Source: an optimization exercise on an open RTL-to-GDS flow (aim: small area, a short achievable clock period and few clock cycles per item). Production flows keep margins and buffers that such runs may drop.
RTL that was checked went through simulation tests only; none was proved equivalent to the original.
The RTL of runs 2 to 6 was laid out without a check of its function.
Power is estimated from default activity; no workload was simulated.

$ cat design/flow/run.sh
#!/bin/bash
# synth_recipe.tcl (not shown) runs the flow's synth.tcl, then flattens the netlist and writes it again
# the make line also repeats each setting of config.mk as NAME=value (left out here)
make -C /OpenROAD-flow-scripts/flow DESIGN_CONFIG=/design/flow/config.mk WORK_HOME=/design/flow/orfs CLKGATE_MAP_FILE= SYNTH_SCRIPT=/design/flow/synth_recipe.tcl finish
$ cat design/flow/config.mk
export PLATFORM = sky130hd
export DESIGN_NAME = pipe_prefix_adder
export DESIGN_NICKNAME = pipe_prefix_adder
export VERILOG_FILES = /design/flow/design.v
export SDC_FILE = /design/flow/constraint.sdc
export NUM_CORES = 4
export LEC_CHECK = 0
export CAP_MARGIN = 20
export CORE_MARGIN = 2
export CORE_UTILIZATION = 40
export SLEW_MARGIN = 20
$ cat design/flow/constraint.sdc
create_clock -name core_clock -period 4.5 [get_ports {clk}]
set_input_delay 0.9000 -clock core_clock [delete_from_list [all_inputs] [get_ports {clk}]]
set_output_delay 0.9000 -clock core_clock [all_outputs]
set_load 0.01 [all_outputs]
$ cat design/flow/design.v
module pipe_prefix_adder #(
  parameter int WIDTH     = 68,
  parameter int REG_EVERY = 2,
  parameter int TAG_W     = 4
) (
  input  logic             clk,
  input  logic             rst,
  input  logic             in_valid,
  output logic             in_ready,
  input  logic [WIDTH-1:0] a,
  input  logic [WIDTH-1:0] b,
  input  logic             cin,
  input  logic             op,
  input  logic [TAG_W-1:0] tag,
  output logic             out_valid,
  input  logic             out_ready,
  output logic [WIDTH-1:0] sum,
  output logic             cout,
  output logic             ovf,
  output logic             zero,
  output logic [TAG_W-1:0] tag_o
);
  logic [WIDTH-1:0] bx, s_d;
  logic             c_d, v_d, z_d;
  logic             load;
  assign bx          = op ? ~b : b;
  assign {c_d, s_d}  = {1'b0, a} + {1'b0, bx} + {{WIDTH{1'b0}}, (op | cin)};
  assign v_d         = (a[WIDTH-1] == bx[WIDTH-1]) && (s_d[WIDTH-1] != a[WIDTH-1]);
  assign z_d         = ~|s_d;
  assign load     = ~out_valid | out_ready;
  assign in_ready = load;
  always_ff @(posedge clk or posedge rst) begin
    if (rst) out_valid <= 1'b0;
    else if (load) out_valid <= in_valid;
  end
  always_ff @(posedge clk) begin
    if (load) begin
      sum   <= s_d;
      cout  <= c_d;
      ovf   <= v_d;
      zero  <= z_d;
      tag_o <= tag;
    end
  end
endmodule
==> results of run 1 <==
==> routing by layer <==
| layer | vias to the layer above | track usage, % | share of wire (%) |
|---|---|---|---|
| met5 | - | 0 | 0 |
| met4 | 0 | 7.58 | 2.0 |
| met3 | 36 | 3.84 | 6.2 |
| met2 | 286 | 46.7 | 47 |
| met1 | 4036 | 36.4 | 44 |
| li1 | 4258 | - | - |
==> worst max-delay path: stages <==
cell,delay (ns)
sky130_fd_sc_hd__buf_12,0.13
sky130_fd_sc_hd__xnor2_4,0.13
sky130_fd_sc_hd__fa_2,0.40
sky130_fd_sc_hd__fa_2,0.35
sky130_fd_sc_hd__nand2b_4,0.16
sky130_fd_sc_hd__a21o_4,0.22
sky130_fd_sc_hd__buf_12,0.13
sky130_fd_sc_hd__a2111oi_4,0.31
sky130_fd_sc_hd__or2b_4,0.19
sky130_fd_sc_hd__xor2_2,0.06
sky130_fd_sc_hd__a2111o_1,0.34
sky130_fd_sc_hd__or4_1,0.41
sky130_fd_sc_hd__or4b_4,0.50
sky130_fd_sc_hd__nor4b_2,0.23
sky130_fd_sc_hd__and4b_1,0.21
sky130_fd_sc_hd__and4_1,0.17
sky130_fd_sc_hd__and4bb_1,0.18
==> cell type report <==
type / count / area (um2)
fillers: 1563 / 5400
multi-input cells: 718 / 5400
repair buffers: 582 / 4960
flip-flops and latches: 76 / 2280
well taps: 234 / 293
clock buffers: 13 / 270
inverters: 17 / 63.8
clock inverters: 3 / 43.8
diodes: 1 / 2.50
==> cell families (layout without fill, tap and decap cells) <==
family	after synthesis	after routing	synth area share, %
compound gates	268	268	22.6
fa+ha+maj	69	69	11.5
xor+xnor	132	132	15.2
flops	76	76	29.8
buf+inv	61	615	3.82
other cells	0	1	0
simple gates	249	249	17.1
==> worst min-delay path by stage <==
stage          startpoint         to  slack [ns]  cells past startpoint
2_1_floorplan         rst  out_valid        0.63                      1
3_3_place_gp          rst  out_valid        1.05                      2
3_5_place_dp          rst  out_valid        1.05                      2
4_1_cts               rst  out_valid        0.69                      2
5_1_grt               rst  out_valid        0.73                      2
6_report              rst  out_valid        0.70                      2
==> repair_timing <==
action                     4_1_cts  5_1_grt
pin swaps                       29       15
hold endpoints to repair         0        0
buffers inserted                22        5
resized for setup               38       28
setup endpoints to repair        8        6
==> stage by stage <==
stage | utilization, % | total power, mW | TNS, ns | worst slack, ns | instances
4_1_cts | 70.4 | 4.53 | -0.315 | -0.315 | 1639
6_report | 71.1 | 4.58 | -0.336 | -0.336 | 1644
3_5_place_dp | 66.9 | 3.64 | -7.08 | -1.14 | 1601
3_3_place_gp | 66.9 | 3.63 | -6.15 | -1.05 | 1601
5_1_grt | 71.1 | 4.82 | -0.525 | -0.502 | 1643
2_1_floorplan | - | 2.14 | -0.734 | -0.734 | 855
==> sequential cells by signal (all words and copies together) (netlist names) <==
name,cells
out_valid,1
tag_o,4
cout,1
sum,68
ovf,1
zero,1
==> cell usage after synthesis, drive strengths merged, types with 5 or more instances <==
cell / count / area [um2]
a211oi: 7 / 52.6
buf: 11 / 70.1
and3: 6 / 42.5
nand2: 68 / 255
nor2: 60 / 230
o21a: 11 / 82.6
o21bai: 20 / 150
a31oi: 7 / 43.8
a2111oi: 5 / 43.8
o31ai: 7 / 52.6
clkbuf: 31 / 136
xor2: 95 / 832
nor2b: 7 / 43.8
nor3: 17 / 85.1
xnor2: 37 / 324
ha: 67 / 838
a21o: 35 / 267
inv: 17 / 63.8
nand3: 13 / 65.1
or4: 6 / 47.6
nand2b: 11 / 68.8
o21ai: 51 / 255
a21boi: 6 / 45.0
a21oi: 87 / 443
nand4: 31 / 194
o211ai: 6 / 45.0
edfxtp: 75 / 2250
==> layout by cell type (no fill, tap or decap), types with 9 or more instances in the layout <==
cell type / count
sky130_fd_sc_hd__inv_1: 17
sky130_fd_sc_hd__a21o_1: 32
sky130_fd_sc_hd__a21oi_2: 9
sky130_fd_sc_hd__clkdlybuf4s50_1: 214
sky130_fd_sc_hd__nand4_1: 31
sky130_fd_sc_hd__nor3_1: 14
sky130_fd_sc_hd__a21oi_1: 77
sky130_fd_sc_hd__o21ai_0: 44
sky130_fd_sc_hd__xnor2_1: 34
sky130_fd_sc_hd__xor2_1: 90
sky130_fd_sc_hd__edfxtp_1: 75
sky130_fd_sc_hd__o21a_1: 11
sky130_fd_sc_hd__nand2b_1: 9
sky130_fd_sc_hd__ha_1: 66
sky130_fd_sc_hd__o21bai_1: 19
sky130_fd_sc_hd__buf_4: 357
sky130_fd_sc_hd__nand3_1: 11
sky130_fd_sc_hd__clkbuf_16: 9
sky130_fd_sc_hd__nor2_1: 55
sky130_fd_sc_hd__nand2_1: 67
==> where the power goes <==
part	total [mW]	switching, mW	internal (mW)
Clock	0.782	0.306	0.476
Combinational	2.73	1.23	1.49
Sequential	1.07	0.0513	1.02
==> run_summary.xml, run 1 <==
<?xml version="1.0" encoding="UTF-8"?>
<metrics>
  <group name="run_status">
    <metric name="outcome" unit="">complete, but fails checks</metric>
    <metric name="check-failures" unit="">negative setup slack</metric>
  </group>
  <group name="logic_synthesis">
    <metric name="synth-warning-count" unit="">1</metric>
    <metric name="synth_area" unit="um2">7630</metric>
    <metric name="yosysUniqueCellTypes" unit="">77</metric>
    <metric name="edff_count_synth" unit="">75</metric>
    <metric name="synth.ff_latch_count" unit="">76</metric>
    <metric name="synth.net_count" unit="">1070</metric>
    <metric name="seq_area_frac_synth" unit="%">29.8</metric>
    <metric name="asyncSetResetFlopFracSynth" unit="%">1.32</metric>
    <metric name="ys.flop_type" unit="">sky130_fd_sc_hd__edfxtp_1</metric>
    <metric name="synthesis.instances" unit="">855</metric>
    <metric name="avgSynthCellArea" unit="um2">8.93</metric>
  </group>
  <group name="floorplan">
    <metric name="num_io_pins" unit="">223</metric>
    <metric name="die_w" unit="um">142</metric>
    <metric name="floorplan.die.height" unit="um">142</metric>
    <metric name="floorplan.die_area" unit="um2">20200</metric>
    <metric name="design.core.area" unit="um2">18700</metric>
    <metric name="rows" unit="">50</metric>
    <metric name="initial_utilization" unit="%">40.8</metric>
  </group>
  <group name="detailed_routing">
    <metric name="avgViaCountPerCell" unit="">5.24</metric>
    <metric name="remaining_drc_errors" unit="">0</metric>
    <metric name="detail_route.first_pass.iterations" unit="">5</metric>
    <metric name="drtAntennaViolNets" unit="">0</metric>
    <metric name="detailedRoute.firstIterationViolations" unit="">483</metric>
    <metric name="finalWirelength" unit="mm">28.2</metric>
    <metric name="drt-wirelength-per-cell" unit="um">17.2</metric>
    <metric name="routed-via-count" unit="">8616</metric>
  </group>
  <group name="timing">
    <metric name="maxSlewHeadroom" unit="%">31.1</metric>
    <metric name="setup_slack" unit="ns">-0.336</metric>
    <metric name="drv_slew" unit="">0</metric>
    <metric name="hold-worst-slack" unit="ns">0.698</metric>
    <metric name="fin_skew" unit="ns">0.0143</metric>
    <metric name="hold_violations" unit="">0</metric>
    <metric name="timing.final.crit_period" unit="ns">4.84</metric>
    <metric name="setup_viol_count_final" unit="">1</metric>
    <metric name="max_freq" unit="GHz">0.207</metric>
    <metric name="rsz0062_at_grt" unit="">true</metric>
    <metric name="tightest_slew" unit="ns">1.03</metric>
    <metric name="final_min_period_over_clock_period" unit="%">107</metric>
  </group>
  <group name="placed_design">
    <metric name="placement.io_buffers" unit="">222</metric>
    <metric name="dp_hpwl" unit="mm">23.3</metric>
    <metric name="placed_cell_area" unit="um2">12500</metric>
    <metric name="place.gp.congestion" unit="">0.915</metric>
  </group>
  <group name="critical_path">
    <metric name="endpoint" unit="">zero</metric>
    <metric name="worst_r2r_path_depth" unit="">2</metric>
    <metric name="timing.critical_path.arrival" unit="ns">5.05</metric>
    <metric name="required" unit="ns">4.71</metric>
    <metric name="crit_path_end_kind" unit="">flop</metric>
    <metric name="rr_startpoint" unit="">out_valid</metric>
    <metric name="worst_r2r_endpoint" unit="">sum[23]</metric>
    <metric name="critical_path.startpoint" unit="">op</metric>
    <metric name="cp_startpoint_kind" unit="">primary input</metric>
    <metric name="regToRegSetupSlack" unit="ns">2.78</metric>
    <metric name="critical_path_peak_fanout" unit="">9</metric>
    <metric name="critPathKind" unit="">primary input to flop</metric>
  </group>
  <group name="final_layout">
    <metric name="finish.instance_area" unit="um2">13300</metric>
    <metric name="number_of_nets_in_the_final_layout" unit="">1619</metric>
    <metric name="area_growth" unit="%">74.3</metric>
    <metric name="fraction_of_final_layout_cells_with_drive_strength_greater_than_1" unit="%">31.9</metric>
  </group>
  <group name="global_route">
    <metric name="grt_usage" unit="%">27.4</metric>
    <metric name="grt_max_degree" unit="">77</metric>
    <metric name="first_pass_grt_wire_length" unit="mm">43.3</metric>
    <metric name="grt_antenna_before_repair" unit="">1</metric>
    <metric name="grt_pass1_vias" unit="">8501</metric>
    <metric name="total_grt_overflow" unit="">0</metric>
  </group>
  <group name="power">
    <metric name="max-vdd-ir-drop" unit="uV">162</metric>
    <metric name="power-per-cell-area" unit="nW/um2">344</metric>
    <metric name="total_leakage_power" unit="nW">5.90</metric>
  </group>
  <group name="clock_network">
    <metric name="cts.sink_count" unit="">76</metric>
    <metric name="worstSkewPairLatency" unit="ns">0.35</metric>
    <metric name="cts-root-buf" unit="">sky130_fd_sc_hd__clkbuf_16</metric>
    <metric name="max-clock-path-buffers" unit="">2</metric>
    <metric name="path_clk_slew" unit="ns">0.06</metric>
    <metric name="cts_made_buffers" unit="">9</metric>
    <metric name="htree_levels" unit="">3</metric>
    <metric name="tritoncts" unit="">yes</metric>
    <metric name="cts.hold.buffers_added" unit="">0</metric>
  </group>
  <group name="flow_run">
    <metric name="maxCapViolations" unit="">0</metric>
  </group>
  <group name="worst_hold_path">
    <metric name="worst_hold_path_type" unit="">primary input to async pin</metric>
  </group>
</metrics>
Testbench counts, summed over its fixed seeds: cycles 24,008, items 24,000.
==> run 2: changes to the inputs <==
--- a/design/flow/design.v
+++ b/design/flow/design.v
@@ -22,9 +22,12 @@
 );
-  logic [WIDTH-1:0] bx, s_d;
-  logic             c_d, v_d, z_d;
+  logic [WIDTH-1:0] bx, s_d, p, k;
+  logic             c0, c_d, v_d, z_d;
   logic             load;
   assign bx          = op ? ~b : b;
-  assign {c_d, s_d}  = {1'b0, a} + {1'b0, bx} + {{WIDTH{1'b0}}, (op | cin)};
+  assign c0          = op | cin;
+  assign {c_d, s_d}  = {1'b0, a} + {1'b0, bx} + {{WIDTH{1'b0}}, c0};
   assign v_d         = (a[WIDTH-1] == bx[WIDTH-1]) && (s_d[WIDTH-1] != a[WIDTH-1]);
-  assign z_d         = ~|s_d;
+  assign p   = a ^ bx;
+  assign k   = a | bx;
+  assign z_d = ~|(p ^ {k[WIDTH-2:0], c0});
   assign load     = ~out_valid | out_ready;
==> run_summary.xml, run 2 <==
<?xml version="1.0" encoding="UTF-8"?>
<metrics>
  <group name="run_status">
    <metric name="outcome" unit="">no timing/DRC/antenna violations</metric>
  </group>
  <group name="clock_network">
    <metric name="cts-root-buf" unit="">sky130_fd_sc_hd__clkbuf_16</metric>
    <metric name="post_cts.resized_instances" unit="">0</metric>
    <metric name="tritoncts" unit="">yes</metric>
    <metric name="path_clk_slew" unit="ns">0.07</metric>
    <metric name="cts_made_buffers" unit="">9</metric>
    <metric name="cts.sink_count" unit="">76</metric>
    <metric name="htree_levels" unit="">3</metric>
    <metric name="worstSkewPairLatency" unit="ns">0.35</metric>
    <metric name="cts_setup_buffers" unit="">0</metric>
    <metric name="max-clock-path-buffers" unit="">2</metric>
    <metric name="cts.hold.buffers_added" unit="">0</metric>
  </group>
  <group name="power">
    <metric name="power_switching" unit="mW">1.53</metric>
    <metric name="sw_frac_of_total" unit="%">39.0</metric>
    <metric name="max-vdd-ir-drop" unit="uV">238</metric>
    <metric name="power.clock.fraction" unit="%">18.6</metric>
    <metric name="total_leakage_power" unit="nW">5.66</metric>
    <metric name="p_int" unit="mW">2.40</metric>
    <metric name="seq_power_share" unit="%">27.3</metric>
    <metric name="combPwrFrac" unit="%">54.1</metric>
    <metric name="power-per-cell-area" unit="nW/um2">316</metric>
  </group>
  <group name="final_layout">
    <metric name="largest_register_ffs" unit="">68</metric>
    <metric name="fraction_of_final_layout_cells_with_drive_strength_greater_than_1" unit="%">8.48</metric>
    <metric name="area_growth" unit="%">32.9</metric>
    <metric name="layout.cells.most_common" unit="">sky130_fd_sc_hd__clkdlybuf4s50_1</metric>
    <metric name="number_of_nets_in_the_final_layout" unit="">1609</metric>
    <metric name="layout_common_cells" unit="">221 x sky130_fd_sc_hd__clkdlybuf4s50_1, 151 x sky130_fd_sc_hd__inv_1, 134 x sky130_fd_sc_hd__ha_1</metric>
    <metric name="largest-register" unit="">sum</metric>
    <metric name="num-fill-cells" unit="">2134</metric>
    <metric name="biggestRegsByFlops" unit="">sum (68), tag_o (4)</metric>
    <metric name="postLayoutCoreUtil" unit="%">54.6</metric>
    <metric name="fin_cells" unit="">1647</metric>
  </group>
  <group name="critical_path">
    <metric name="cp_cell_sequence" unit="">clkdlybuf4s50_1 &gt; xor2_1 &gt; inv_1 &gt; ha_1 &gt; a21o_1 &gt; a31oi_1 &gt; o211ai_1 &gt; a221oi_1 &gt; nand3_2 &gt; o21ai_2 &gt; a21oi_2 &gt; a21o_1 &gt; nand2_1 &gt; mux2_1</metric>
    <metric name="rr_startpoint" unit="">out_valid</metric>
    <metric name="critical-path-top-delay-family" unit="">compound AO/OA/AOI/OAI gates</metric>
    <metric name="worst_r2r_endpoint" unit="">sum[34]</metric>
    <metric name="cp_startpoint_kind" unit="">primary input</metric>
    <metric name="slowest_delay" unit="ns">0.47</metric>
    <metric name="critPathKind" unit="">primary input to flop</metric>
    <metric name="crit_path_top_delay_cell" unit="">sky130_fd_sc_hd__clkdlybuf4s50_1</metric>
    <metric name="critical_path_peak_fanout" unit="">5</metric>
    <metric name="regToRegSetupSlack" unit="ns">2.91</metric>
    <metric name="timing.critical_path.arrival" unit="ns">4.31</metric>
    <metric name="worst_r2r_path_depth" unit="">2</metric>
    <metric name="crit_path_end_kind" unit="">flop</metric>
    <metric name="required" unit="ns">4.60</metric>
    <metric name="cp_common_cell" unit="">sky130_fd_sc_hd__a21o_1</metric>
    <metric name="worstPathBufferInverterCount" unit="">2</metric>
  </group>
  <group name="timing">
    <metric name="rsz0062_at_grt" unit="">false</metric>
    <metric name="timing.final.crit_period" unit="ns">4.21</metric>
    <metric name="drv_slew" unit="">0</metric>
    <metric name="tightest_slew" unit="ns">0.684</metric>
    <metric name="hold_violations" unit="">0</metric>
    <metric name="maxSlewHeadroom" unit="%">54.4</metric>
    <metric name="fin_skew" unit="ns">0.00854</metric>
    <metric name="setup_viol_count_final" unit="">0</metric>
    <metric name="max_freq" unit="GHz">0.237</metric>
    <metric name="final_min_period_over_clock_period" unit="%">93.6</metric>
  </group>
  <group name="floorplan">
    <metric name="initial_utilization" unit="%">41.1</metric>
    <metric name="die_w" unit="um">157</metric>
    <metric name="floorplan.die_area" unit="um2">24600</metric>
    <metric name="design.core.area" unit="um2">22800</metric>
    <metric name="floorplan.die.height" unit="um">157</metric>
    <metric name="num_io_pins" unit="">223</metric>
    <metric name="rows" unit="">55</metric>
  </group>
  <group name="detailed_routing">
    <metric name="avgViaCountPerCell" unit="">5.15</metric>
    <metric name="drtAntennaViolNets" unit="">0</metric>
    <metric name="finalWirelength" unit="mm">30.2</metric>
    <metric name="detailedRoute.firstIterationViolations" unit="">664</metric>
    <metric name="drt-wirelength-per-cell" unit="um">18.3</metric>
    <metric name="routed-via-count" unit="">8479</metric>
    <metric name="remaining_drc_errors" unit="">0</metric>
    <metric name="detail_route.first_pass.iterations" unit="">5</metric>
  </group>
  <group name="global_route">
    <metric name="total_grt_overflow" unit="">0</metric>
    <metric name="grt_pass1_vias" unit="">8338</metric>
    <metric name="grt_max_degree" unit="">48</metric>
    <metric name="grt_antenna_before_repair" unit="">2</metric>
    <metric name="first_pass_grt_wire_length" unit="mm">46.1</metric>
    <metric name="grt_usage" unit="%">24.5</metric>
  </group>
  <group name="logic_synthesis">
    <metric name="netlist_top_cells_count" unit="">151 x sky130_fd_sc_hd__inv_1, 134 x sky130_fd_sc_hd__ha_1, 115 x sky130_fd_sc_hd__xor2_1</metric>
    <metric name="synth.ff_latch_count" unit="">76</metric>
    <metric name="synthesis.instances" unit="">1090</metric>
    <metric name="asyncSetResetFlopFracSynth" unit="%">1.32</metric>
    <metric name="avgSynthCellArea" unit="um2">8.59</metric>
    <metric name="ys.flop_type" unit="">sky130_fd_sc_hd__edfxtp_1</metric>
    <metric name="synth_area" unit="um2">9360</metric>
    <metric name="seq_area_frac_synth" unit="%">24.3</metric>
    <metric name="synthTopCellsByArea" unit="">sky130_fd_sc_hd__edfxtp_1 24%, sky130_fd_sc_hd__ha_1 18%, sky130_fd_sc_hd__xor2_1 11%</metric>
    <metric name="synth_top_cell_area_share" unit="%">24.1</metric>
    <metric name="synth-warning-count" unit="">1</metric>
    <metric name="yosysUniqueCellTypes" unit="">71</metric>
    <metric name="synth_top_area_cell" unit="">sky130_fd_sc_hd__edfxtp_1</metric>
    <metric name="synth.net_count" unit="">1372</metric>
    <metric name="edff_count_synth" unit="">75</metric>
    <metric name="most_repeated_cell_in_the_gate_level_netlist_after_synthesis" unit="">sky130_fd_sc_hd__inv_1</metric>
  </group>
  <group name="flow_run">
    <metric name="maxCapViolations" unit="">0</metric>
  </group>
  <group name="placed_design">
    <metric name="dp_hpwl" unit="mm">25.0</metric>
    <metric name="placement.io_buffers" unit="">222</metric>
    <metric name="dp_cells" unit="">1629</metric>
    <metric name="place.gp.congestion" unit="">0.966</metric>
  </group>
  <group name="worst_hold_path">
    <metric name="worst_hold_path_type" unit="">primary input to async pin</metric>
  </group>
</metrics>
## run 2: cell count changes after synthesis, moves of 15 or more
cell and delta:
sky130_fd_sc_hd__xnor2_1 +37, sky130_fd_sc_hd__nor4_1 +15, sky130_fd_sc_hd__inv_1 +134, sky130_fd_sc_hd__ha_1 +67, sky130_fd_sc_hd__xor2_1 +20, sky130_fd_sc_hd__nand2_1 -20
## run 2: how the worst max path moves through the flow
stage / to / depth (start not counted) / slack [ns] / start
6_report: ovf / 14 / 0.29 / b[20]
5_1_grt: ovf / 14 / 0.005 / b[22]
4_1_cts: ovf / 14 / 0.34 / b[20]
3_5_place_dp: ovf / 14 / -0.01 / b[20]
3_3_place_gp: sum[66] / 16 / 0.12 / b[21]
2_1_floorplan: sum[54] / 17 / 0.05 / op
## run 2: cell families (layout without fill, tap and decap cells)
logic type	after synthesis	in the layout	synth area share (%)
buffers and inverters	218	460	10.1
flip-flops	76	76	24.3
other	0	2	0
adder cells (fa/ha/maj)	136	136	18.3
AO/OA/AOI/OAI	250	250	17.5
multiplexers	1	1	0.120
XOR/XNOR	189	189	17.7
AND/OR/NAND/NOR	220	220	11.9
## run 2: through the flow
| stage | power [mW] | hold slack (ns) | setup slack (ns) | TNS, ns | area [um2] |
|---|---|---|---|---|---|
| after floorplan | 2.26 | 0.629 | 0.0473 | 0 | 9360 |
| after global placement | 3.20 | 1.02 | 0.119 | 0 | 12200 |
| after detailed placement | 3.19 | 1.03 | -0.0115 | -0.0115 | 12200 |
| after CTS | 3.93 | 0.673 | 0.338 | 0 | 12400 |
| after global routing | 4.17 | 0.676 | 0.00474 | 0 | 12400 |
| final | 3.93 | 0.673 | 0.289 | 0 | 12400 |
## run 2: metal layers
metal | vias up | part of all wire, % | global-route usage, %
li1 | 4186 | - | -
met1 | 3951 | 47 | 34.8
met2 | 319 | 45 | 39.6
met3 | 23 | 6.1 | 3.36
met4 | 0 | 1.6 | 5.50
met5 | - | 0 | 0
## run 2: area by class of cell
cell class | instances | area, um2 | share of cell area [%]
antenna | 2 | 5.00 | 0.0403
clock buffer | 9 | 225 | 1.81
clock inverter | 7 | 51.3 | 0.413
inverter | 151 | 567 | 4.56
multi-input combinational | 796 | 6140 | 49.4
sequential | 76 | 2280 | 18.3
tap | 313 | 392 | 3.15
timing repair buffer | 293 | 2780 | 22.3
## run 2: power groups by stage
stage / clock (mW) / combinational (mW) / sequential, mW
after floorplan: 0 / 1.09 / 1.18
after global placement: 0 / 2.11 / 1.09
after detailed placement: 0 / 2.10 / 1.09
after CTS: 0.739 / 2.12 / 1.08
after global routing: 0.778 / 2.30 / 1.09
final: 0.731 / 2.12 / 1.07
==> run 3: changes to the inputs <==
--- a/design/flow/config.mk
+++ b/design/flow/config.mk
@@ -7,2 +7,3 @@
 export LEC_CHECK = 0
+export ABC_CLOCK_PERIOD_IN_PS = 1500
 export CAP_MARGIN = 20
==> run_summary.xml, run 3 <==
<?xml version="1.0" encoding="UTF-8"?>
<metrics>
  <group name="final_layout">
    <metric name="largest_register_ffs" unit="">68</metric>
    <metric name="fraction_of_final_layout_cells_with_drive_strength_greater_than_1" unit="%">8.48</metric>
    <metric name="layout_common_cells" unit="">221 x sky130_fd_sc_hd__clkdlybuf4s50_1, 151 x sky130_fd_sc_hd__inv_1, 134 x sky130_fd_sc_hd__ha_1</metric>
    <metric name="layout.cells.most_common" unit="">sky130_fd_sc_hd__clkdlybuf4s50_1</metric>
    <metric name="number_of_nets_in_the_final_layout" unit="">1609</metric>
    <metric name="fin_cells" unit="">1647</metric>
    <metric name="area_growth" unit="%">32.9</metric>
    <metric name="largest-register" unit="">sum</metric>
    <metric name="biggestRegsByFlops" unit="">sum (68), tag_o (4)</metric>
  </group>
  <group name="floorplan">
    <metric name="design.core.area" unit="um2">22800</metric>
    <metric name="initial_utilization" unit="%">41.1</metric>
    <metric name="floorplan.die_area" unit="um2">24600</metric>
    <metric name="floorplan.die.height" unit="um">157</metric>
    <metric name="rows" unit="">55</metric>
    <metric name="die_w" unit="um">157</metric>
    <metric name="num_io_pins" unit="">223</metric>
  </group>
  <group name="power">
    <metric name="finalPower" unit="mW">3.93</metric>
    <metric name="max-vdd-ir-drop" unit="uV">238</metric>
    <metric name="power-per-cell-area" unit="nW/um2">316</metric>
    <metric name="total_leakage_power" unit="nW">5.66</metric>
  </group>
  <group name="critical_path">
    <metric name="worst_r2r_endpoint" unit="">sum[34]</metric>
    <metric name="slowest_delay" unit="ns">0.47</metric>
    <metric name="cp_common_cell" unit="">sky130_fd_sc_hd__a21o_1</metric>
    <metric name="crit_path_end_kind" unit="">flop</metric>
    <metric name="regToRegSetupSlack" unit="ns">2.91</metric>
    <metric name="cp_cell_sequence" unit="">clkdlybuf4s50_1 &gt; xor2_1 &gt; inv_1 &gt; ha_1 &gt; a21o_1 &gt; a31oi_1 &gt; o211ai_1 &gt; a221oi_1 &gt; nand3_2 &gt; o21ai_2 &gt; a21oi_2 &gt; a21o_1 &gt; nand2_1 &gt; mux2_1</metric>
    <metric name="cp_startpoint_kind" unit="">primary input</metric>
    <metric name="timing.critical_path.arrival" unit="ns">4.31</metric>
    <metric name="crit_path_top_delay_cell" unit="">sky130_fd_sc_hd__clkdlybuf4s50_1</metric>
    <metric name="required" unit="ns">4.60</metric>
    <metric name="worst_r2r_path_depth" unit="">2</metric>
    <metric name="critical_path_peak_fanout" unit="">5</metric>
    <metric name="critical-path-top-delay-family" unit="">compound AO/OA/AOI/OAI gates</metric>
    <metric name="worstPathBufferInverterCount" unit="">2</metric>
    <metric name="rr_startpoint" unit="">out_valid</metric>
    <metric name="critPathKind" unit="">primary input to flop</metric>
  </group>
  <group name="global_route">
    <metric name="total_grt_overflow" unit="">0</metric>
    <metric name="first_pass_grt_wire_length" unit="mm">46.1</metric>
    <metric name="grt_pass1_vias" unit="">8338</metric>
    <metric name="grt_antenna_before_repair" unit="">2</metric>
    <metric name="grt_max_degree" unit="">48</metric>
    <metric name="grt_usage" unit="%">24.5</metric>
  </group>
  <group name="clock_network">
    <metric name="cts_setup_buffers" unit="">0</metric>
    <metric name="worstSkewPairLatency" unit="ns">0.35</metric>
    <metric name="htree_levels" unit="">3</metric>
    <metric name="cts.sink_count" unit="">76</metric>
    <metric name="tritoncts" unit="">yes</metric>
    <metric name="path_clk_slew" unit="ns">0.07</metric>
    <metric name="cts-root-buf" unit="">sky130_fd_sc_hd__clkbuf_16</metric>
    <metric name="cts_made_buffers" unit="">9</metric>
    <metric name="post_cts.resized_instances" unit="">0</metric>
    <metric name="max-clock-path-buffers" unit="">2</metric>
    <metric name="cts.hold.buffers_added" unit="">0</metric>
  </group>
  <group name="timing">
    <metric name="max_freq" unit="GHz">0.237</metric>
    <metric name="final_min_period_over_clock_period" unit="%">93.6</metric>
    <metric name="drv_slew" unit="">0</metric>
    <metric name="fin_skew" unit="ns">0.00854</metric>
    <metric name="maxSlewHeadroom" unit="%">54.4</metric>
    <metric name="rsz0062_at_grt" unit="">false</metric>
    <metric name="setup_viol_count_final" unit="">0</metric>
    <metric name="tightest_slew" unit="ns">0.684</metric>
    <metric name="hold_violations" unit="">0</metric>
    <metric name="timing.final.crit_period" unit="ns">4.21</metric>
    <metric name="hold-worst-slack" unit="ns">0.673</metric>
  </group>
  <group name="placed_design">
    <metric name="dp_cells" unit="">1629</metric>
    <metric name="dp_hpwl" unit="mm">25.0</metric>
    <metric name="place.gp.congestion" unit="">0.966</metric>
    <metric name="placement.io_buffers" unit="">222</metric>
  </group>
  <group name="logic_synthesis">
    <metric name="synthesis.instances" unit="">1090</metric>
    <metric name="synth-warning-count" unit="">1</metric>
    <metric name="synth.ff_latch_count" unit="">76</metric>
    <metric name="synth_area" unit="um2">9360</metric>
    <metric name="most_repeated_cell_in_the_gate_level_netlist_after_synthesis" unit="">sky130_fd_sc_hd__inv_1</metric>
    <metric name="netlist_top_cells_count" unit="">151 x sky130_fd_sc_hd__inv_1, 134 x sky130_fd_sc_hd__ha_1, 115 x sky130_fd_sc_hd__xor2_1</metric>
    <metric name="synth.net_count" unit="">1372</metric>
    <metric name="synth_top_area_cell" unit="">sky130_fd_sc_hd__edfxtp_1</metric>
    <metric name="seq_area_frac_synth" unit="%">24.3</metric>
    <metric name="avgSynthCellArea" unit="um2">8.59</metric>
    <metric name="edff_count_synth" unit="">75</metric>
    <metric name="yosysUniqueCellTypes" unit="">71</metric>
    <metric name="synthTopCellsByArea" unit="">sky130_fd_sc_hd__edfxtp_1 24%, sky130_fd_sc_hd__ha_1 18%, sky130_fd_sc_hd__xor2_1 11%</metric>
    <metric name="asyncSetResetFlopFracSynth" unit="%">1.32</metric>
    <metric name="synth_top_cell_area_share" unit="%">24.1</metric>
    <metric name="ys.flop_type" unit="">sky130_fd_sc_hd__edfxtp_1</metric>
  </group>
  <group name="detailed_routing">
    <metric name="finalWirelength" unit="mm">30.2</metric>
    <metric name="avgViaCountPerCell" unit="">5.15</metric>
    <metric name="drtAntennaViolNets" unit="">0</metric>
    <metric name="drt-wirelength-per-cell" unit="um">18.3</metric>
    <metric name="detail_route.first_pass.iterations" unit="">5</metric>
    <metric name="detailedRoute.firstIterationViolations" unit="">664</metric>
    <metric name="remaining_drc_errors" unit="">0</metric>
    <metric name="routed-via-count" unit="">8479</metric>
  </group>
  <group name="worst_hold_path">
    <metric name="worst_hold_path_type" unit="">primary input to async pin</metric>
  </group>
  <group name="run_status">
    <metric name="outcome" unit="">no timing/DRC/antenna violations</metric>
  </group>
  <group name="flow_run">
    <metric name="maxCapViolations" unit="">0</metric>
  </group>
</metrics>
## run 3: cell counts in the layout (fill, tap and decap cells not counted)
Identical to the previous run, type by type.
## run 3: layout make-up
| cell class | instances | area (um2) |
|---|---|---|
| Timing Repair Buffer | 293 | 2780 |
| Fill cell | 2134 | 10300 |
| Clock buffer | 9 | 225 |
| Clock inverter | 7 | 51.3 |
| Sequential cell | 76 | 2280 |
| Antenna cell | 2 | 5.00 |
| Multi-Input combinational cell | 796 | 6140 |
| Tap cell | 313 | 392 |
| Inverter | 151 | 567 |
## run 3: cell families (layout without fill, tap and decap cells)
| group | Yosys count | in the layout | synth area share, % |
|---|---|---|---|
| AO/OA/AOI/OAI | 250 | 250 | 17.5 |
| flip-flops | 76 | 76 | 24.3 |
| buffers and inverters | 218 | 460 | 10.1 |
| other | 0 | 2 | 0 |
| AND/OR/NAND/NOR | 220 | 220 | 11.9 |
| adder cells (fa/ha/maj) | 136 | 136 | 18.3 |
| multiplexers | 1 | 1 | 0.120 |
| XOR/XNOR | 189 | 189 | 17.7 |
## run 3: metrics by stage
step | worst slack [ns] | setup TNS (ns) | util [%] | cell area [um2]
2_1_floorplan | 0.0473 | 0 | - | 9360
3_3_place_gp | 0.119 | 0 | 53.3 | 12200
3_5_place_dp | -0.0115 | -0.0115 | 53.3 | 12200
4_1_cts | 0.338 | 0 | 54.6 | 12400
5_1_grt | 0.00474 | 0 | 54.6 | 12400
6_report | 0.289 | 0 | 54.6 | 12400
## run 3: worst max path at each step
| stage | startpoint | to | cells past startpoint |
|---|---|---|---|
| finish | b[20] | ovf | 14 |
| CTS | b[20] | ovf | 14 |
| global placement | b[21] | sum[66] | 16 |
| floorplan | op | sum[54] | 17 |
| global route | b[22] | ovf | 14 |
| detailed placement | b[20] | ovf | 14 |
## run 3: where the power goes
part | internal [mW] | switching [mW] | total, mW
logic | 1.00 | 1.12 | 2.12
registers | 1.02 | 0.0560 | 1.07
clock network | 0.377 | 0.354 | 0.731
## run 3: per-layer routing
| layer | global-route usage [%] | vias up | wire length, um | part of all wire, % |
|---|---|---|---|---|
| met1 | 34.8 | 3951 | 14300 | 47 |
| met2 | 39.6 | 319 | 13600 | 45 |
| met5 | 0 | - | 0 | 0 |
| li1 | - | 4186 | - | - |
| met3 | 3.36 | 23 | 1830 | 6.1 |
| met4 | 5.50 | 0 | 482 | 1.6 |
==> run 4: changes to the inputs <==
--- a/design/flow/config.mk
+++ b/design/flow/config.mk
@@ -7,3 +7,2 @@
 export LEC_CHECK = 0
-export ABC_CLOCK_PERIOD_IN_PS = 1500
 export CAP_MARGIN = 20
@@ -11,2 +10,3 @@
 export CORE_UTILIZATION = 40
+export SETUP_SLACK_MARGIN = 1.5
 export SLEW_MARGIN = 20
==> run_summary.xml, run 4 <==
<?xml version="1.0" encoding="UTF-8"?>
<metrics>
  <group name="clock_network">
    <metric name="path_clk_slew" unit="ns">0.07</metric>
    <metric name="htree_levels" unit="">3</metric>
    <metric name="cts.sink_count" unit="">76</metric>
    <metric name="worstSkewPairLatency" unit="ns">0.36</metric>
    <metric name="max-clock-path-buffers" unit="">2</metric>
    <metric name="cts.hold.buffers_added" unit="">0</metric>
    <metric name="cts-root-buf" unit="">sky130_fd_sc_hd__clkbuf_16</metric>
    <metric name="tritoncts" unit="">yes</metric>
    <metric name="cts_made_buffers" unit="">9</metric>
  </group>
  <group name="flow_run">
    <metric name="maxCapViolations" unit="">0</metric>
  </group>
  <group name="logic_synthesis">
    <metric name="ys.flop_type" unit="">sky130_fd_sc_hd__edfxtp_1</metric>
    <metric name="synth.ff_latch_count" unit="">76</metric>
    <metric name="seq_area_frac_synth" unit="%">24.3</metric>
    <metric name="synth.net_count" unit="">1372</metric>
    <metric name="most_repeated_cell_in_the_gate_level_netlist_after_synthesis" unit="">sky130_fd_sc_hd__inv_1</metric>
    <metric name="synth_top_cell_area_share" unit="%">24.1</metric>
    <metric name="synthTopCellsByArea" unit="">sky130_fd_sc_hd__edfxtp_1 24%, sky130_fd_sc_hd__ha_1 18%, sky130_fd_sc_hd__xor2_1 11%</metric>
    <metric name="netlist_top_cells_count" unit="">151 x sky130_fd_sc_hd__inv_1, 134 x sky130_fd_sc_hd__ha_1, 115 x sky130_fd_sc_hd__xor2_1</metric>
    <metric name="synthesis.instances" unit="">1090</metric>
    <metric name="asyncSetResetFlopFracSynth" unit="%">1.32</metric>
    <metric name="edff_count_synth" unit="">75</metric>
    <metric name="avgSynthCellArea" unit="um2">8.59</metric>
    <metric name="synth_top_area_cell" unit="">sky130_fd_sc_hd__edfxtp_1</metric>
    <metric name="yosysUniqueCellTypes" unit="">71</metric>
    <metric name="synth_area" unit="um2">9360</metric>
    <metric name="synth-warning-count" unit="">1</metric>
  </group>
  <group name="floorplan">
    <metric name="die_w" unit="um">157</metric>
    <metric name="rows" unit="">55</metric>
    <metric name="floorplan.die.height" unit="um">157</metric>
    <metric name="initial_utilization" unit="%">41.1</metric>
    <metric name="floorplan.die_area" unit="um2">24600</metric>
    <metric name="design.core.area" unit="um2">22800</metric>
    <metric name="num_io_pins" unit="">223</metric>
  </group>
  <group name="worst_hold_path">
    <metric name="worst_hold_path_type" unit="">primary input to async pin</metric>
  </group>
  <group name="final_layout">
    <metric name="number_of_nets_in_the_final_layout" unit="">1744</metric>
    <metric name="area_growth" unit="%">67.2</metric>
    <metric name="largest-register" unit="">sum</metric>
    <metric name="postLayoutCoreUtil" unit="%">68.7</metric>
    <metric name="fraction_of_final_layout_cells_with_drive_strength_greater_than_1" unit="%">33.5</metric>
    <metric name="num-fill-cells" unit="">1797</metric>
    <metric name="fin_cells" unit="">1780</metric>
    <metric name="layout.cells.most_common" unit="">sky130_fd_sc_hd__clkdlybuf4s50_1</metric>
    <metric name="layout_common_cells" unit="">196 x sky130_fd_sc_hd__clkdlybuf4s50_1, 165 x sky130_fd_sc_hd__buf_4, 136 x sky130_fd_sc_hd__inv_1</metric>
    <metric name="num_antenna_cells" unit="">0</metric>
    <metric name="largest_register_ffs" unit="">68</metric>
    <metric name="biggestRegsByFlops" unit="">sum (68), tag_o (4)</metric>
  </group>
  <group name="detailed_routing">
    <metric name="finalWirelength" unit="mm">35.4</metric>
    <metric name="detailroute.wirelength.met3" unit="mm">1.79</metric>
    <metric name="drt-wirelength-per-cell" unit="um">19.9</metric>
    <metric name="drtAntennaViolNets" unit="">0</metric>
    <metric name="routedLengthMet1" unit="mm">15.8</metric>
    <metric name="detailroute.wirelength.met2" unit="mm">17.0</metric>
    <metric name="detail_route.first_pass.iterations" unit="">5</metric>
    <metric name="avgViaCountPerCell" unit="">5.19</metric>
    <metric name="remaining_drc_errors" unit="">0</metric>
    <metric name="highest_layer" unit="">met5</metric>
    <metric name="detailedRoute.firstIterationViolations" unit="">677</metric>
    <metric name="routed-via-count" unit="">9246</metric>
  </group>
  <group name="timing">
    <metric name="final_min_period_over_clock_period" unit="%">83.9</metric>
    <metric name="setup_viol_count_final" unit="">0</metric>
    <metric name="setup_tns" unit="ns">0</metric>
    <metric name="fin_skew" unit="ns">0.00604</metric>
    <metric name="max_freq" unit="GHz">0.265</metric>
    <metric name="hold_violations" unit="">0</metric>
    <metric name="timing.final.crit_period" unit="ns">3.77</metric>
    <metric name="drv_slew" unit="">0</metric>
    <metric name="rsz0062_at_grt" unit="">true</metric>
    <metric name="hold-worst-slack" unit="ns">0.668</metric>
    <metric name="tightest_slew" unit="ns">0.653</metric>
    <metric name="maxSlewHeadroom" unit="%">56.5</metric>
  </group>
  <group name="placed_design">
    <metric name="placement.io_buffers" unit="">222</metric>
    <metric name="dp_hpwl" unit="mm">26.5</metric>
    <metric name="place.gp.congestion" unit="">0.950</metric>
    <metric name="dp_cells" unit="">1661</metric>
  </group>
  <group name="critical_path">
    <metric name="required" unit="ns">4.60</metric>
    <metric name="rr_startpoint" unit="">out_valid</metric>
    <metric name="regToRegSetupSlack" unit="ns">2.95</metric>
    <metric name="crit_path_end_kind" unit="">flop</metric>
    <metric name="worst_r2r_endpoint" unit="">sum[30]</metric>
    <metric name="critical_path_peak_fanout" unit="">8</metric>
    <metric name="timing.critical_path.arrival" unit="ns">3.88</metric>
    <metric name="critPathKind" unit="">primary input to flop</metric>
    <metric name="worst_r2r_path_depth" unit="">2</metric>
    <metric name="cp_startpoint_kind" unit="">primary input</metric>
  </group>
  <group name="power">
    <metric name="power-per-cell-area" unit="nW/um2">298</metric>
    <metric name="total_leakage_power" unit="nW">6.79</metric>
    <metric name="max-vdd-ir-drop" unit="uV">170</metric>
  </group>
  <group name="run_status">
    <metric name="outcome" unit="">no timing/DRC/antenna violations</metric>
  </group>
  <group name="global_route">
    <metric name="grt_antenna_before_repair" unit="">2</metric>
    <metric name="grt_pass1_vias" unit="">9297</metric>
    <metric name="grt_usage" unit="%">28.0</metric>
    <metric name="grt_max_degree" unit="">46</metric>
    <metric name="first_pass_grt_wire_length" unit="mm">52.3</metric>
    <metric name="total_grt_overflow" unit="">0</metric>
  </group>
</metrics>
run 4: cell counts after synthesis:
Identical to the previous run, type by type.
run 4: worst max path at each step:
stage / start / slack [ns] / end
4_1_cts: op / 0.74 / sum[64]
3_5_place_dp: b[0] / 0.04 / sum[54]
2_1_floorplan: op / 0.48 / sum[54]
6_report: op / 0.73 / sum[58]
3_3_place_gp: b[24] / 0.05 / sum[64]
5_1_grt: b[10] / 0.61 / sum[58]
run 4: cells by family after synthesis:
group	Yosys count	share of synthesized area [%]
compound gates	250	17.5
xor+xnor	189	17.7
fa+ha+maj	136	18.3
buf+inv	218	10.1
flops	76	24.3
mux	1	0.120
simple gates	220	11.9
run 4: cell type report:
cell class / instances / area [um2] / area share, %
timing repair buffer: 428 / 4060 / 26.0
clock buffer: 9 / 225 / 1.44
sequential: 76 / 2280 / 14.6
clock inverter: 7 / 52.6 / 0.336
tap: 313 / 392 / 2.50
multi-input combinational: 796 / 8070 / 51.6
inverter: 151 / 567 / 3.62
run 4: metrics by stage:
stage                     setup WS [ns]  power, mW  instance area [um2]
after detailed placement         0.0387       3.31                12500
after floorplan                   0.480       2.29                 9540
after CTS                         0.736       4.42                14700
after global routing              0.608       4.88                15600
final                             0.726       4.66                15600
after global placement           0.0503       3.31                12500
run 4: routing by layer:
metal / vias to the layer above / global-route usage [%]
met5: - / 0
met4: 4 / 8.04
met3: 55 / 3.19
met2: 318 / 47.6
met1: 4452 / 37.7
li1: 4417 / -
run 4: where the power goes:
group	total, mW	internal (mW)	switching (mW)
registers	1.07	1.02	0.0562
clock network	0.745	0.377	0.368
logic	2.84	1.43	1.41
run 4: timing repair:
item,4_1_cts,5_1_grt
hold endpoints to repair,0,0
resized for setup,256,130
gates cloned,4,1
setup endpoints to repair,63,59
setup buffers,66,32
pin swaps,99,88
run 4: critical path: stages:
cell,delay [ns]
sky130_fd_sc_hd__buf_16,0.13
sky130_fd_sc_hd__buf_4,0.15
sky130_fd_sc_hd__buf_16,0.16
sky130_fd_sc_hd__xor2_4,0.16
sky130_fd_sc_hd__buf_4,0.14
sky130_fd_sc_hd__ha_1,0.21
sky130_fd_sc_hd__a21o_1,0.19
sky130_fd_sc_hd__a21o_1,0.22
sky130_fd_sc_hd__a211oi_2,0.20
sky130_fd_sc_hd__o211ai_1,0.16
sky130_fd_sc_hd__or3_4,0.39
sky130_fd_sc_hd__nand4_1,0.20
sky130_fd_sc_hd__buf_4,0.16
sky130_fd_sc_hd__buf_6,0.09
sky130_fd_sc_hd__nand2b_4,0.07
sky130_fd_sc_hd__a221oi_4,0.22
sky130_fd_sc_hd__xnor2_1,0.11
==> run 5: changes to the inputs <==
--- a/design/flow/config.mk
+++ b/design/flow/config.mk
@@ -10,3 +10,3 @@
 export CORE_UTILIZATION = 40
-export SETUP_SLACK_MARGIN = 1.5
+export SETUP_SLACK_MARGIN = 2.2
 export SLEW_MARGIN = 20
==> run_summary.xml, run 5 <==
<?xml version="1.0" encoding="UTF-8"?>
<metrics>
  <group name="detailed_routing">
    <metric name="detailedRoute.firstIterationViolations" unit="">636</metric>
    <metric name="drt-wirelength-per-cell" unit="um">20.3</metric>
    <metric name="routed-via-count" unit="">9296</metric>
    <metric name="detail_route.first_pass.iterations" unit="">5</metric>
    <metric name="drtAntennaViolNets" unit="">0</metric>
    <metric name="avgViaCountPerCell" unit="">5.31</metric>
    <metric name="finalWirelength" unit="mm">35.6</metric>
    <metric name="remaining_drc_errors" unit="">0</metric>
  </group>
  <group name="critical_path">
    <metric name="worst_r2r_path_depth" unit="">3</metric>
    <metric name="critical-path-top-delay-family" unit="">simple AND/OR/NAND/NOR gates</metric>
    <metric name="cp_cell_sequence" unit="">buf_16 &gt; buf_12 &gt; buf_12 &gt; buf_8 &gt; xor2_2 &gt; inv_2 &gt; ha_4 &gt; nand4_1 &gt; buf_4 &gt; nor4_4 &gt; and3_1 &gt; o211ai_1 &gt; nand3_2 &gt; o21ai_4 &gt; a21oi_4 &gt; a21o_1 &gt; nand2_2 &gt; mux2_4</metric>
    <metric name="cp_startpoint_kind" unit="">primary input</metric>
    <metric name="slowest_delay" unit="ns">0.30</metric>
    <metric name="regToRegSetupSlack" unit="ns">3.04</metric>
    <metric name="critPathKind" unit="">primary input to flop</metric>
    <metric name="critical_path_peak_fanout" unit="">6</metric>
    <metric name="crit_path_end_kind" unit="">flop</metric>
    <metric name="cp_common_cell" unit="">sky130_fd_sc_hd__buf_12</metric>
    <metric name="crit_cells" unit="">18</metric>
    <metric name="worstPathBufferInverterCount" unit="">6</metric>
    <metric name="timing.critical_path.arrival" unit="ns">3.94</metric>
    <metric name="crit_path_top_delay_cell" unit="">sky130_fd_sc_hd__ha_4</metric>
    <metric name="required" unit="ns">4.61</metric>
  </group>
  <group name="logic_synthesis">
    <metric name="edff_count_synth" unit="">75</metric>
    <metric name="synth_top_cell_area_share" unit="%">24.1</metric>
    <metric name="synth_adder_area_share" unit="%">18.3</metric>
    <metric name="avgSynthCellArea" unit="um2">8.59</metric>
    <metric name="post_synth_xor_area_fraction" unit="%">17.7</metric>
    <metric name="synth.ff_latch_count" unit="">76</metric>
    <metric name="synth_area" unit="um2">9360</metric>
    <metric name="asyncSetResetFlopFracSynth" unit="%">1.32</metric>
    <metric name="muxShareOfSynthArea" unit="%">0.120</metric>
    <metric name="synthesis.instances" unit="">1090</metric>
    <metric name="synthTopCellsByArea" unit="">sky130_fd_sc_hd__edfxtp_1 24%, sky130_fd_sc_hd__ha_1 18%, sky130_fd_sc_hd__xor2_1 11%</metric>
    <metric name="synth-warning-count" unit="">1</metric>
    <metric name="synth_simple_gate_area_share" unit="%">11.9</metric>
    <metric name="yosysUniqueCellTypes" unit="">71</metric>
    <metric name="synth_compound_gate_area_share" unit="%">17.5</metric>
    <metric name="synth_top_family_by_area" unit="">adder cells</metric>
    <metric name="most_repeated_cell_in_the_gate_level_netlist_after_synthesis" unit="">sky130_fd_sc_hd__inv_1</metric>
    <metric name="seq_area_frac_synth" unit="%">24.3</metric>
    <metric name="synth_top_area_cell" unit="">sky130_fd_sc_hd__edfxtp_1</metric>
    <metric name="synth.net_count" unit="">1372</metric>
    <metric name="netlist_top_cells_count" unit="">151 x sky130_fd_sc_hd__inv_1, 134 x sky130_fd_sc_hd__ha_1, 115 x sky130_fd_sc_hd__xor2_1</metric>
    <metric name="ys.flop_type" unit="">sky130_fd_sc_hd__edfxtp_1</metric>
  </group>
  <group name="global_route">
    <metric name="grt_pass1_vias" unit="">9030</metric>
    <metric name="total_grt_overflow" unit="">0</metric>
    <metric name="grt_antenna_before_repair" unit="">0</metric>
    <metric name="grt_max_degree" unit="">77</metric>
    <metric name="grt_usage" unit="%">27.0</metric>
    <metric name="first_pass_grt_wire_length" unit="mm">50.3</metric>
  </group>
  <group name="timing">
    <metric name="tightest_slew" unit="ns">0.541</metric>
    <metric name="hold_violations" unit="">0</metric>
    <metric name="rsz0062_at_grt" unit="">true</metric>
    <metric name="fin_skew" unit="ns">0.00728</metric>
    <metric name="setup_viol_count_final" unit="">0</metric>
    <metric name="maxSlewHeadroom" unit="%">63.8</metric>
    <metric name="setup_slack" unit="ns">0.669</metric>
    <metric name="max_freq" unit="GHz">0.261</metric>
    <metric name="timing.final.crit_period" unit="ns">3.83</metric>
    <metric name="final_min_period_over_clock_period" unit="%">85.1</metric>
    <metric name="setup_tns" unit="ns">0</metric>
    <metric name="drv_slew" unit="">0</metric>
  </group>
  <group name="placed_design">
    <metric name="place.gp.congestion" unit="">0.988</metric>
    <metric name="dp_hpwl" unit="mm">25.8</metric>
    <metric name="placement.io_buffers" unit="">222</metric>
    <metric name="pre_cts_ws" unit="ns">-0.0147</metric>
  </group>
  <group name="final_layout">
    <metric name="layout_common_cells" unit="">190 x sky130_fd_sc_hd__clkdlybuf4s50_1, 137 x sky130_fd_sc_hd__inv_1, 117 x sky130_fd_sc_hd__buf_4</metric>
    <metric name="biggestRegsByFlops" unit="">sum (68), tag_o (4)</metric>
    <metric name="largest-register" unit="">sum</metric>
    <metric name="layout.cells.most_common" unit="">sky130_fd_sc_hd__clkdlybuf4s50_1</metric>
    <metric name="num-fill-cells" unit="">1695</metric>
    <metric name="number_of_nets_in_the_final_layout" unit="">1716</metric>
    <metric name="fraction_of_final_layout_cells_with_drive_strength_greater_than_1" unit="%">33.9</metric>
    <metric name="largest_register_ffs" unit="">68</metric>
    <metric name="area_growth" unit="%">68.6</metric>
  </group>
  <group name="clock_network">
    <metric name="cts-root-buf" unit="">sky130_fd_sc_hd__clkbuf_16</metric>
    <metric name="cts.sink_count" unit="">76</metric>
    <metric name="tritoncts" unit="">yes</metric>
    <metric name="cts_made_buffers" unit="">9</metric>
    <metric name="cts.hold.buffers_added" unit="">0</metric>
    <metric name="worstSkewPairLatency" unit="ns">0.35</metric>
    <metric name="max-clock-path-buffers" unit="">2</metric>
    <metric name="path_clk_slew" unit="ns">0.07</metric>
    <metric name="htree_levels" unit="">3</metric>
  </group>
  <group name="floorplan">
    <metric name="die_w" unit="um">157</metric>
    <metric name="initial_utilization" unit="%">41.1</metric>
    <metric name="floorplan.die_area" unit="um2">24600</metric>
    <metric name="rows" unit="">55</metric>
    <metric name="floorplan.die.height" unit="um">157</metric>
    <metric name="num_io_pins" unit="">223</metric>
    <metric name="design.core.area" unit="um2">22800</metric>
  </group>
  <group name="power">
    <metric name="power-per-cell-area" unit="nW/um2">299</metric>
    <metric name="total_leakage_power" unit="nW">6.76</metric>
    <metric name="max-vdd-ir-drop" unit="uV">166</metric>
  </group>
  <group name="run_status">
    <metric name="outcome" unit="">no timing/DRC/antenna violations</metric>
  </group>
  <group name="worst_hold_path">
    <metric name="worst_hold_path_type" unit="">primary input to async pin</metric>
  </group>
  <group name="flow_run">
    <metric name="maxCapViolations" unit="">0</metric>
  </group>
</metrics>
-- run 5: cell counts after synthesis --
No cell type changed its count.
-- run 5: report_power, final --
part           internal, mW  total, mW  leakage [nW]  switching [mW]
logic                  1.47       2.95          5.87            1.48
clock network         0.369      0.697         0.126           0.328
registers              1.02       1.07         0.767          0.0517
total                  2.85       4.71          6.76            1.86
-- run 5: through the flow --
step	cells	hold slack [ns]	utilization (%)	power [mW]	instance area, um2
6_report	1752	0.676	69.3	4.71	15800
5_1_grt	1751	0.699	69.3	4.93	15800
4_1_cts	1695	0.679	62.1	4.29	14100
3_5_place_dp	1615	0.972	53.5	3.21	12200
3_3_place_gp	1615	0.968	53.5	3.22	12200
2_1_floorplan	1090	0.629	-	2.29	9560
-- run 5: area by class of cell --
type | count | area [um2] | share of cell area [%]
multi-input combinational | 796 | 8410 | 53.3
timing repair buffer | 400 | 3870 | 24.5
sequential | 76 | 2280 | 14.4
inverter | 151 | 567 | 3.59
tap | 313 | 392 | 2.48
clock buffer | 10 | 229 | 1.45
clock inverter | 5 | 30.0 | 0.190
antenna | 1 | 2.50 | 0.0159
-- run 5: kinds of logic after synthesis --
kind of cell / Yosys count
buffers and inverters: 218
AOI/OAI and AO/OA: 250
DFF: 76
adders and majority gates: 136
xor gates and xnor gates: 189
muxes: 1
and+or+nand+nor: 220
-- run 5: repair_timing --
action / 4_1_cts / 5_1_grt
setup buffers: 65 / 56
setup endpoints to repair: 71 / 67
pin swaps: 82 / 93
gates resized for setup: 242 / 232
-- run 5: layer usage --
| layer | track usage [%] | vias to the layer above | routed length [um] |
|---|---|---|---|
| met2 | 44.4 | 411 | 16900 |
| met4 | 7.78 | 0 | 897 |
| met3 | 5.89 | 60 | 2900 |
| li1 | - | 4350 | - |
| met1 | 35.5 | 4475 | 14900 |
| met5 | 0 | - | 0 |
-- run 5: worst paths after layout --
check                                  to      start
worst max-delay path                  ovf         op
worst min-delay path            out_valid        rst
worst max register to register    sum[61]  out_valid
worst min register to register  out_valid  out_valid
max in group asynchronous       out_valid        rst
min in group core_clock         out_valid  out_valid
-- run 5: worst register-to-register path: stages, from the launching register on --
cell and delay (ns):
sky130_fd_sc_hd__dfrtp_1 0.40, sky130_fd_sc_hd__nand2b_4 0.15, sky130_fd_sc_hd__buf_4 0.15, sky130_fd_sc_hd__buf_12 0.35
==> run 6: changes to the inputs <==
--- a/design/flow/design.v
+++ b/design/flow/design.v
@@ -3,3 +3,4 @@
   parameter int REG_EVERY = 2,
-  parameter int TAG_W     = 4
+  parameter int TAG_W     = 4,
+  parameter int BLK       = 8
 ) (
@@ -22,12 +23,24 @@
 );
-  logic [WIDTH-1:0] bx, s_d, p, k;
-  logic             c0, c_d, v_d, z_d;
+  localparam int NB = (WIDTH + BLK - 1) / BLK;
+  logic [WIDTH-1:0] bx, s0_d;
+  logic [NB-1:0]    g_d;
+  logic             c0;
+  assign bx = op ? ~b : b;
+  assign c0 = op | cin;
+  for (genvar j = 0; j < NB; j++) begin : g_add
+    localparam int LO = j * BLK;
+    localparam int HI = (LO + BLK < WIDTH) ? LO + BLK - 1 : WIDTH - 1;
+    localparam int N  = HI - LO + 1;
+    logic ci;
+    if (j == 0) begin : g_c0
+      assign ci = c0;
+    end else begin : g_cz
+      assign ci = 1'b0;
+    end
+    assign {g_d[j], s0_d[HI:LO]} = {1'b0, a[HI:LO]} + {1'b0, bx[HI:LO]} + {{N{1'b0}}, ci};
+  end
   logic             load;
-  assign bx          = op ? ~b : b;
-  assign c0          = op | cin;
-  assign {c_d, s_d}  = {1'b0, a} + {1'b0, bx} + {{WIDTH{1'b0}}, c0};
-  assign v_d         = (a[WIDTH-1] == bx[WIDTH-1]) && (s_d[WIDTH-1] != a[WIDTH-1]);
-  assign p   = a ^ bx;
-  assign k   = a | bx;
-  assign z_d = ~|(p ^ {k[WIDTH-2:0], c0});
+  logic [WIDTH-1:0] s0_q;
+  logic [NB-1:0]    g_q;
+  logic             p_top_q;
   assign load     = ~out_valid | out_ready;
@@ -40,9 +53,57 @@
     if (load) begin
-      sum   <= s_d;
-      cout  <= c_d;
-      ovf   <= v_d;
-      zero  <= z_d;
-      tag_o <= tag;
+      s0_q    <= s0_d;
+      g_q     <= g_d;
+      p_top_q <= a[WIDTH-1] ^ bx[WIDTH-1];
+      tag_o   <= tag;
     end
   end
+  logic [NB-1:0] bp, bz;
+  logic [NB:0]   c;       
+  for (genvar j = 0; j < NB; j++) begin : g_blk
+    localparam int LO = j * BLK;
+    localparam int HI = (LO + BLK < WIDTH) ? LO + BLK - 1 : WIDTH - 1;
+    assign bp[j] = &s0_q[HI:LO];
+    assign bz[j] = ~|s0_q[HI:LO];
+  end
+  localparam int LV = $clog2(NB);
+  logic [NB-1:0] pg [LV+1];
+  logic [NB-1:0] pp [LV+1];
+  assign pg[0] = g_q;
+  assign pp[0] = {bp[NB-1:1], 1'b0};
+  for (genvar l = 0; l < LV; l++) begin : g_pl
+    for (genvar j = 0; j < NB; j++) begin : g_pj
+      if (((j >> l) & 1) == 1) begin : g_cmb
+        localparam int S = ((j >> l) << l) - 1;
+        assign pg[l+1][j] = pg[l][j] | (pp[l][j] & pg[l][S]);
+        assign pp[l+1][j] = pp[l][j] & pp[l][S];
+      end else begin : g_pass
+        assign pg[l+1][j] = pg[l][j];
+        assign pp[l+1][j] = pp[l][j];
+      end
+    end
+  end
+  assign c = {pg[LV], 1'b0};
+  for (genvar j = 0; j < NB; j++) begin : g_sum
+    localparam int LO = j * BLK;
+    localparam int HI = (LO + BLK < WIDTH) ? LO + BLK - 1 : WIDTH - 1;
+    if (j == 0) begin : g_b0
+      assign sum[HI:LO] = s0_q[HI:LO];
+    end else begin : g_bj
+      for (genvar i = LO; i <= HI; i++) begin : g_bit
+        if (i == LO) begin : g_lo
+          assign sum[i] = s0_q[i] ^ c[j];
+        end else begin : g_hi
+          assign sum[i] = s0_q[i] ^ (c[j] & (&s0_q[i-1:LO]));
+        end
+      end
+    end
+  end
+  logic [NB-1:0] zb;
+  assign zb[0] = bz[0];
+  for (genvar j = 1; j < NB; j++) begin : g_zb
+    assign zb[j] = c[j] ? bp[j] : bz[j];
+  end
+  assign cout = c[NB];
+  assign ovf  = sum[WIDTH-1] ^ p_top_q ^ cout;
+  assign zero = &zb;
 endmodule
--- a/design/flow/config.mk
+++ b/design/flow/config.mk
@@ -10,3 +10,2 @@
 export CORE_UTILIZATION = 40
-export SETUP_SLACK_MARGIN = 2.2
 export SLEW_MARGIN = 20
==> run_summary.xml, run 6 <==
<?xml version="1.0" encoding="UTF-8"?>
<metrics>
  <group name="detailed_routing">
    <metric name="avgViaCountPerCell" unit="">4.94</metric>
    <metric name="finalWirelength" unit="mm">17.5</metric>
    <metric name="remaining_drc_errors" unit="">0</metric>
    <metric name="routed-via-count" unit="">5458</metric>
    <metric name="drtAntennaViolNets" unit="">0</metric>
    <metric name="detail_route.first_pass.iterations" unit="">5</metric>
  </group>
  <group name="clock_network">
    <metric name="htree_levels" unit="">3</metric>
    <metric name="max-clock-path-buffers" unit="">2</metric>
    <metric name="worstSkewPairLatency" unit="ns">0.35</metric>
    <metric name="tritoncts" unit="">yes</metric>
    <metric name="cts-root-buf" unit="">sky130_fd_sc_hd__clkbuf_16</metric>
    <metric name="path_clk_slew" unit="ns">0.06</metric>
    <metric name="cts.sink_count" unit="">83</metric>
    <metric name="cts_made_buffers" unit="">9</metric>
  </group>
  <group name="final_layout">
    <metric name="area_growth" unit="%">39.6</metric>
    <metric name="fraction_of_final_layout_cells_with_drive_strength_greater_than_1" unit="%">6.48</metric>
    <metric name="layout_common_cells" unit="">220 x sky130_fd_sc_hd__clkdlybuf4s50_1, 101 x sky130_fd_sc_hd__xor2_1, 82 x sky130_fd_sc_hd__edfxtp_1</metric>
    <metric name="layout.cells.most_common" unit="">sky130_fd_sc_hd__clkdlybuf4s50_1</metric>
    <metric name="largest-register" unit="">s0_q</metric>
    <metric name="number_of_nets_in_the_final_layout" unit="">1106</metric>
    <metric name="biggestRegsByFlops" unit="">s0_q (68), g_q (9), tag_o (4)</metric>
    <metric name="postLayoutCoreUtil" unit="%">56.8</metric>
    <metric name="largest_register_ffs" unit="">68</metric>
  </group>
  <group name="critical_path">
    <metric name="cp_cell_sequence" unit="">and3_2 &gt; nand4_2 &gt; a2111oi_4 &gt; o21ai_2 &gt; a211oi_4 &gt; o2111ai_2 &gt; nand2_2 &gt; o2bb2a_4 &gt; and3b_1 &gt; clkdlybuf4s50_1</metric>
    <metric name="cp_startpoint_kind" unit="">flop</metric>
    <metric name="timing.critical_path.arrival" unit="ns">3.41</metric>
    <metric name="critical_path_peak_fanout" unit="">6</metric>
    <metric name="rr_startpoint" unit="">out_valid</metric>
    <metric name="endpoint" unit="">zero</metric>
    <metric name="slowest_delay" unit="ns">0.53</metric>
    <metric name="required" unit="ns">3.60</metric>
    <metric name="crit_path_end_kind" unit="">primary output</metric>
    <metric name="worst_r2r_endpoint" unit="">s0_q[46]</metric>
    <metric name="crit_path_top_delay_cell" unit="">sky130_fd_sc_hd__clkdlybuf4s50_1</metric>
  </group>
  <group name="placed_design">
    <metric name="pre_cts_ws" unit="ns">0.404</metric>
    <metric name="placement.io_buffers" unit="">222</metric>
  </group>
  <group name="floorplan">
    <metric name="initial_utilization" unit="%">40.7</metric>
    <metric name="floorplan.die.height" unit="um">136</metric>
    <metric name="die_w" unit="um">136</metric>
    <metric name="rows" unit="">48</metric>
  </group>
  <group name="run_status">
    <metric name="outcome" unit="">no timing/DRC/antenna violations</metric>
  </group>
  <group name="logic_synthesis">
    <metric name="synth_top_area_cell" unit="">sky130_fd_sc_hd__edfxtp_1</metric>
    <metric name="muxShareOfSynthArea" unit="%">0</metric>
    <metric name="synthTopCellsByArea" unit="">sky130_fd_sc_hd__edfxtp_1 35%, sky130_fd_sc_hd__ha_1 13%, sky130_fd_sc_hd__xor2_1 13%</metric>
    <metric name="seq_area_frac_synth" unit="%">35.5</metric>
    <metric name="synth_simple_gate_area_share" unit="%">12.6</metric>
    <metric name="synth-warning-count" unit="">3</metric>
    <metric name="most_repeated_cell_in_the_gate_level_netlist_after_synthesis" unit="">sky130_fd_sc_hd__xor2_1</metric>
    <metric name="asyncSetResetFlopFracSynth" unit="%">1.20</metric>
    <metric name="synth.ff_latch_count" unit="">83</metric>
    <metric name="synth_top_cell_area_share" unit="%">35.1</metric>
    <metric name="synth_top_family_by_area" unit="">XOR/XNOR gates</metric>
    <metric name="netlist_top_cells_count" unit="">101 x sky130_fd_sc_hd__xor2_1, 82 x sky130_fd_sc_hd__edfxtp_1, 75 x sky130_fd_sc_hd__ha_1</metric>
    <metric name="synth.net_count" unit="">882</metric>
    <metric name="avgSynthCellArea" unit="um2">10.8</metric>
    <metric name="edff_count_synth" unit="">82</metric>
    <metric name="ys.flop_type" unit="">sky130_fd_sc_hd__edfxtp_1</metric>
  </group>
  <group name="timing">
    <metric name="rsz0062_at_grt" unit="">false</metric>
    <metric name="maxSlewHeadroom" unit="%">46.2</metric>
    <metric name="setup_tns" unit="ns">0</metric>
    <metric name="drv_slew" unit="">0</metric>
    <metric name="max_freq" unit="GHz">0.232</metric>
    <metric name="setup_slack" unit="ns">0.194</metric>
    <metric name="timing.final.crit_period" unit="ns">4.31</metric>
  </group>
  <group name="global_route">
    <metric name="total_grt_overflow" unit="">0</metric>
    <metric name="grt_pass1_vias" unit="">5605</metric>
    <metric name="grt_usage" unit="%">19.1</metric>
    <metric name="grt_antenna_before_repair" unit="">0</metric>
  </group>
  <group name="power">
    <metric name="finalPower" unit="mW">3.44</metric>
  </group>
  <group name="worst_hold_path">
    <metric name="worst_hold_path_type" unit="">primary input to async pin</metric>
  </group>
  <group name="flow_run">
    <metric name="maxCapViolations" unit="">0</metric>
  </group>
</metrics>
## run 6: changes by cell type in the layout (fill, tap and decap cells not counted), moves of 30 or more
cell / previous run / this run
sky130_fd_sc_hd__ha_4: 45 / 0
sky130_fd_sc_hd__clkdlybuf4s50_1: 190 / 220
sky130_fd_sc_hd__xor2_2: 43 / 0
sky130_fd_sc_hd__inv_1: 137 / 34
sky130_fd_sc_hd__buf_4: 117 / 12
sky130_fd_sc_hd__xor2_1: 57 / 101
sky130_fd_sc_hd__buf_6: 53 / 1
## run 6: worst max-delay path: cells and delay by family (launching register included)
family	cells	cell delay [ns]
AOI/OAI and AO/OA	5	1.33
and+or+nand+nor	4	0.78
buffers and inverters	1	0.53
DFF	1	0.43
## run 6: cell families (layout without fill, tap and decap cells)
logic type      after synthesis  count (layout)
compound gates              111             111
buf+inv                      55             284
fa+ha+maj                    85              85
simple gates                147             147
xor+xnor                    170             170
flops                        83              83
## run 6: worst min path at each step
stage                            to  startpoint  cells after the start  slack [ns]
final                     out_valid         rst                      2        0.70
after global routing      out_valid         rst                      2        0.70
after detailed placement  out_valid         rst                      2        1.06
after global placement    out_valid         rst                      2        1.06
after floorplan           out_valid         rst                      1        0.63
after CTS                 out_valid         rst                      2        0.69
## run 6: final cells by class
| type | count | area [um2] |
|---|---|---|
| clock buffers | 9 | 225 |
| clock inverters | 7 | 58.8 |
| fillers | 1499 | 7450 |
| inverters | 34 | 128 |
| multi-input cells | 513 | 4290 |
| flip-flops and latches | 83 | 2490 |
| well taps | 225 | 282 |
| repair buffers | 234 | 2320 |
## run 6: metal layers
metal / part of all wire, % / vias to the layer above / GRT usage [%] / wire length (um)
li1: - / 2775 / - / -
met1: 42 / 2509 / 22.2 / 7300
met2: 51 / 152 / 34.7 / 8930
met3: 5.5 / 22 / 4.03 / 971
met4: 1.9 / 0 / 6.83 / 342
met5: 0 / - / 0 / 0
## run 6: timing repair
action	4_1_cts	5_1_grt
gates resized for setup	1	5
setup endpoints to repair	1	10
setup buffers	0	6
pin swaps	0	2
## run 6: power breakdown
part | total, mW | switching, mW | leakage (nW) | internal (mW)
Sequential | 1.27 | 0.190 | 0.838 | 1.08
Clock | 0.723 | 0.300 | 0.138 | 0.422
Combinational | 1.45 | 0.635 | 3.03 | 0.813
Total | 3.44 | 1.12 | 4.00 | 2.32
## run 6: metrics by stage
step | cells | hold slack (ns) | cell area (um2)
floorplan | 651 | 0.629 | 7010
global placement | 1083 | 1.06 | 9430
detailed placement | 1083 | 1.06 | 9430
CTS | 1099 | 0.687 | 9730
global route | 1105 | 0.695 | 9790
finish | 1105 | 0.702 | 9790

Re-timed with assumed drivers on the ports (clkbuf_16 on the clock, buf_2 on other inputs), run 6 has 0.154 ns of setup slack against 0.194 ns with ideal ports, and 0.536 ns once port delays also move by the mid clock arrival of 0.382 ns.
